Background: an optimization exercise with open tools, aiming at small area. Do not read the settings as production practice. Only simulation tests tie the RTL to the original design; equivalence was not proved. The flow treats the clock pin as an ideal source, which a real chip does not have.

==> module well_renderer, before the edit <==
module well_renderer #(
    parameter int BLOCK_SIZE   = 20,
    parameter int WELL_W       = 10,
    parameter int WELL_H       = 20,
    parameter int OFF_COL      = 100,
    parameter int OFF_ROW      = 10,
    parameter int FLASH_FRAMES = 4
) (
    input  logic                      clock,
    input  logic                      reset,
    input  logic [10:0]               col,
    input  logic [10:0]               row,
    input  logic                      frame_tick,
    input  logic                      wr_en,
    input  logic [$clog2(WELL_W)-1:0] wr_x,
    input  logic [$clog2(WELL_H)-1:0] wr_y,
    input  logic [2:0]                wr_code,
    input  logic                      board_clr,
    input  logic                      clear_req,
    input  logic [$clog2(WELL_H)-1:0] clear_row,
    output logic                      clear_busy,
    output logic                      clear_done,
    output logic [23:0]               color
);
    localparam int XW = $clog2(WELL_W);
    localparam int YW = $clog2(WELL_H);
    localparam int B  = BLOCK_SIZE;
    localparam int WALL_LEFT  = OFF_COL;
    localparam int INT_LEFT   = OFF_COL + B;
    localparam int INT_RIGHT  = OFF_COL + B * (WELL_W + 1) - 1;
    localparam int WALL_RIGHT = OFF_COL + B * (WELL_W + 2) - 1;
    localparam int WELL_TOP   = OFF_ROW;
    localparam int WELL_BOT   = OFF_ROW + B * WELL_H - 1;
    localparam int FLOOR_BOT  = OFF_ROW + B * (WELL_H + 1) - 1;
    logic          in_frame_cols, in_int_cols, in_well_rows, in_frame_rows;
    logic          int_d, wall_d;
    logic [XW-1:0] bx_d;
    logic [YW-1:0] by_d;
    assign in_frame_cols = (int'(col) >= WALL_LEFT) && (int'(col) <= WALL_RIGHT);
    assign in_int_cols   = (int'(col) >= INT_LEFT)  && (int'(col) <= INT_RIGHT);
    assign in_well_rows  = (int'(row) >= WELL_TOP)  && (int'(row) <= WELL_BOT);
    assign in_frame_rows = (int'(row) >= WELL_TOP)  && (int'(row) <= FLOOR_BOT);
    assign int_d  = in_well_rows && in_int_cols;
    assign wall_d = in_frame_rows && in_frame_cols && !int_d;
    always_comb begin
        bx_d = '0;
        for (int i = 1; i < WELL_W; i++)
            if (int'(col[8:0]) >= INT_LEFT + B * i) bx_d = XW'(i);
        by_d = '0;
        for (int i = 1; i < WELL_H; i++)
            if (int'(row[8:0]) >= WELL_TOP + B * i) by_d = YW'(i);
    end
    logic          int_q, wall_q;
    logic [XW-1:0] bx_q;
    logic [YW-1:0] by_q;
    always_ff @(posedge clock or posedge reset) begin
        if (reset) begin
            int_q  <= 1'b0;
            wall_q <= 1'b0;
        end else begin
            int_q  <= int_d;
            wall_q <= wall_d;
        end
    end
    always_ff @(posedge clock) begin
        bx_q <= bx_d;
        by_q <= by_d;
    end
    logic [2:0]        brd [WELL_H][WELL_W];
    logic [WELL_W-1:0] col_valid;
    logic              wen;
    logic [WELL_W-1:0] col_wr;
    logic [WELL_H-1:0] row_sel;
    assign wen = wr_en && !board_clr && (int'(wr_x) < WELL_W) && (int'(wr_y) < WELL_H);
    always_comb begin
        for (int x = 0; x < WELL_W; x++) col_wr[x]  = wen && (int'(wr_x) == x);
        for (int y = 0; y < WELL_H; y++) row_sel[y] = (int'(wr_y) == y);
    end
    always_ff @(posedge clock or posedge reset) begin
        if (reset)
            col_valid <= '0;
        else if (board_clr)
            col_valid <= '0;
        else
            col_valid <= col_valid | col_wr;
    end
    logic              wr_col_inval;
    logic [WELL_H-1:0] row_en;
    logic [2:0]        row_data [WELL_H];
    assign wr_col_inval = !col_valid[wr_x];
    always_comb
        for (int y = 0; y < WELL_H; y++) row_en[y] = row_sel[y] || wr_col_inval;
    logic [WELL_H-1:0] row_sel_n;
    logic [2:0]        wr_code_n;
    assign row_sel_n = ~row_sel;
    assign wr_code_n = ~wr_code;
    for (genvar gy = 0; gy < WELL_H; gy++) begin : g_data
        for (genvar gb = 0; gb < 3; gb++) begin : g_bit
            well_nor2 u_d (.a(row_sel_n[gy]), .b(wr_code_n[gb]), .y(row_data[gy][gb]));
        end
    end
    logic              cell_keep [WELL_H][WELL_W];
    logic [2:0]        brd_d     [WELL_H][WELL_W];
    for (genvar gy = 0; gy < WELL_H; gy++) begin : g_cell_y
        for (genvar gx = 0; gx < WELL_W; gx++) begin : g_cell_x
            well_nand2 u_keep (.a(col_wr[gx]), .b(row_en[gy]), .y(cell_keep[gy][gx]));
            for (genvar gb = 0; gb < 3; gb++) begin : g_bit
                well_ao22 u_next (
                    .a (brd[gy][gx][gb]), .b (cell_keep[gy][gx]),
                    .c (col_wr[gx]),      .e (row_data[gy][gb]),
                    .y (brd_d[gy][gx][gb])
                );
            end
        end
    end
    always_ff @(posedge clock) begin
        for (int y = 0; y < WELL_H; y++)
            for (int x = 0; x < WELL_W; x++)
                brd[y][x] <= brd_d[y][x];
    end
    logic [YW-1:0] flash_row;
    logic          flash_white;
    well_flash_ctrl #(
        .WELL_H       (WELL_H),
        .FLASH_FRAMES (FLASH_FRAMES)
    ) u_flash (
        .clock       (clock),
        .reset       (reset),
        .frame_tick  (frame_tick),
        .clear_req   (clear_req),
        .clear_row   (clear_row),
        .clear_busy  (clear_busy),
        .clear_done  (clear_done),
        .flash_row   (flash_row),
        .flash_white (flash_white)
    );
    logic [2:0] cell_code;
    logic       hit;
    logic [3:0] code_d, code_q;
    logic [WELL_W-1:0] col_hot;
    logic [WELL_H-1:0] row_hot;
    logic [WELL_W-1:0] col_rd_n [3];
    always_comb begin
        for (int x = 0; x < WELL_W; x++) col_hot[x] = (int'(bx_q) == x) && col_valid[x];
        for (int y = 0; y < WELL_H; y++) row_hot[y] = (int'(by_q) == y);
    end
    for (genvar gx = 0; gx < WELL_W; gx++) begin : g_col
        for (genvar gb = 0; gb < 3; gb++) begin : g_bit
            logic [WELL_H-1:0] d;
            always_comb
                for (int y = 0; y < WELL_H; y++) d[y] = brd[y][gx][gb];
            well_rd_col u_rd (
                .d     (d),
                .sel   (row_hot),
                .en    (col_hot[gx]),
                .q_n   (col_rd_n[gb][gx])
            );
        end
    end
    always_comb
        for (int b = 0; b < 3; b++) cell_code[b] = !(&col_rd_n[b]);
    assign hit = flash_white && (by_q == flash_row);
    always_comb begin
        code_d = '0;
        if (int_q) code_d = hit ? 4'b1111 : {1'b0, cell_code};
        else if (wall_q) code_d = 4'b1000;
    end
    always_ff @(posedge clock) code_q <= code_d;
    always_comb begin
        if (code_q[3])
            color = code_q[0] ? tetris_pkg::FLASH_COLOR : tetris_pkg::WALL_COLOR;
        else
            color = tetris_pkg::PALETTE(code_q[2:0]);
    end
endmodule
clock: 8.0 ns
lec_check: 0
cap_margin: 0
core_margin: 2
core_utilization: 60
slew_margin: 0
synth_hierarchical: 1
standard.sh (not shown) runs the stock make flow with config.mk's settings and CLKGATE_MAP_FILE= SYNTH_SCRIPT=/design/flow/synth_recipe.tcl, a recipe that flattens the netlist after the stock synthesis.
==> flow/flow/run.sh <==
#!/bin/bash
# Layout flow: the standard ORFS flow (standard.sh, unchanged synthesis)
# with these changes to the layout steps:
#  - ports are buffered with the smallest buffer (buf_1) instead of the
#    default choice;
#  - clock tree: larger sink clusters and no dummy loads;
#  - after synthesis, combinational cells get their smallest drive strength
#    (flow/downsize.tcl, run at the end of the synth_odb step; its report is
#    in orfs/logs/.../1_synth.log).
# Each make step writes its own logs under orfs/logs; the make output itself
# goes to standard.log here.
set -euo pipefail
export BUFFER_PORTS_ARGS="-buffer_cell sky130_fd_sc_hd__buf_1"
export CTS_ARGS="-sink_clustering_enable -repair_clock_nets -sink_clustering_size 30 -sink_clustering_max_diameter 120 -dont_use_dummy_load"
export POST_SYNTH_TCL="$PWD/flow/downsize.tcl"
bash standard.sh > standard.log 2>&1
==> flow/flow/downsize.tcl <==
# Sourced at the end of ORFS's synth_odb step (POST_SYNTH_TCL): give every
# combinational cell the smallest-area drive strength of its family. ABC sizes
# cells up for its own assumed loads; the later repair steps (repair_design,
# repair_timing) size up again wherever the layout needs it.
set db [ord::get_db]
set block [ord::get_db_block]
set best [dict create]
foreach lib [$db getLibs] {
  foreach m [$lib getMasters] {
    set n [$m getName]
    if {![regexp {^(sky130_fd_sc_hd__[a-z0-9]+)_([0-9]+)$} $n -> base drive]} { continue }
    set a [expr {[$m getWidth] * [$m getHeight]}]
    if {![dict exists $best $base] || $a < [lindex [dict get $best $base] 0]} {
      dict set best $base [list $a $m]
    }
  }
}
set dont_use [split $::env(DONT_USE_CELLS)]
set n_swapped 0
foreach inst [$block getInsts] {
  set m [$inst getMaster]
  set n [$m getName]
  if {![regexp {^(sky130_fd_sc_hd__[a-z0-9]+)_([0-9]+)$} $n -> base drive]} { continue }
  if {[regexp {__(df|edf|sdf|sedf|dl|clk|conb|tap|fill|decap|diode|lpflow|probe)} $base]} { continue }
  if {![dict exists $best $base]} { continue }
  set nm [lindex [dict get $best $base] 1]
  if {$nm eq $m} { continue }
  if {[$nm getWidth] * [$nm getHeight] >= [$m getWidth] * [$m getHeight]} { continue }
  if {[lsearch -exact $dont_use [$nm getName]] >= 0} { continue }
  puts "downsize: [$inst getName] $n -> [$nm getName]"
  $inst swapMaster $nm
  incr n_swapped
}
puts "downsize: $n_swapped cells swapped"
The starting point finished with timing, DRC and antenna clean.
Next try:
--- a/flow/design.v
+++ b/flow/design.v
@@ -150,17 +150,17 @@
     end
     logic              wr_col_inval;
     logic [WELL_H-1:0] row_en;
-    logic [2:0]        row_data [WELL_H];
     assign wr_col_inval = !col_valid[wr_x];
     always_comb
         for (int y = 0; y < WELL_H; y++) row_en[y] = row_sel[y] || wr_col_inval;
-    logic [WELL_H-1:0] row_sel_n;
+    logic [WELL_W-1:0] col_wr_n;
     logic [2:0]        wr_code_n;
-    assign row_sel_n = ~row_sel;
+    logic [2:0]        col_code [WELL_W];
+    assign col_wr_n  = ~col_wr;
     assign wr_code_n = ~wr_code;
-    for (genvar gy = 0; gy < WELL_H; gy++) begin : g_data
+    for (genvar gx = 0; gx < WELL_W; gx++) begin : g_data
         for (genvar gb = 0; gb < 3; gb++) begin : g_bit
-            well_nor2 u_d (.a(row_sel_n[gy]), .b(wr_code_n[gb]), .y(row_data[gy][gb]));
+            well_nor2 u_d (.a(col_wr_n[gx]), .b(wr_code_n[gb]), .y(col_code[gx][gb]));
         end
     end
     logic              cell_keep [WELL_H][WELL_W];
@@ -170,8 +170,8 @@
             well_nand2 u_keep (.a(col_wr[gx]), .b(row_en[gy]), .y(cell_keep[gy][gx]));
             for (genvar gb = 0; gb < 3; gb++) begin : g_bit
                 well_ao22 u_next (
-                    .a (brd[gy][gx][gb]), .b (cell_keep[gy][gx]),
-                    .c (col_wr[gx]),      .e (row_data[gy][gb]),
+                    .a (brd[gy][gx][gb]),  .b (cell_keep[gy][gx]),
+                    .c (col_code[gx][gb]), .e (row_sel[gy]),
                     .y (brd_d[gy][gx][gb])
                 );
             end
After rerunning:
- The new run finished with timing, DRC and antenna clean
- via count is higher by 2.0%
- final area rose by 1.2%
- non-clock buffer count rose by 40
- global-route usage climbs by 1.8 points
- area after synthesis drops by 0.33%
- register-to-register slack improved by 230 ps
- sequential share of layout area went down by 0.59 points
- wire length goes up by 3.5%

## static timing again, ports no longer ideal
How much do the figures lean on ideal ports? The routed layouts below were timed once more, with nothing changed but the port constraints.
Step 1 (the two cells are an assumption about what drives the block):
set clk [get_ports {clock}]
set_driving_cell -lib_cell sky130_fd_sc_hd__clkbuf_16 $clk
set_driving_cell -lib_cell sky130_fd_sc_hd__buf_2 [delete_from_list [all_inputs] $clk]
Step 2 also shifts input and output timing later by t, the mid clock arrival at the registers, as if the neighbouring blocks saw the same clock.
Slacks: ideal / step 1 / step 2; pairs: ideal / step 1.
| run | shift t [ns] | setup WS [ns] | hold WS [ns] | worst slew at a driven data input, ns |
|---|---|---|---|---|
| the first run | 0.625 | 4.030 / 4.044 / 3.420 | 0.490 / 0.490 / 0.490 | 0.06 |
| the second run | 0.612 | 3.877 / 3.893 / 3.282 | 0.495 / 0.495 / 0.495 | 0.05 |
After both steps setup and hold are still met in every run listed. For the first run, which loses most, drivers alone change the setup slack by +0.014 ns; drivers and shift together by -0.610 ns.
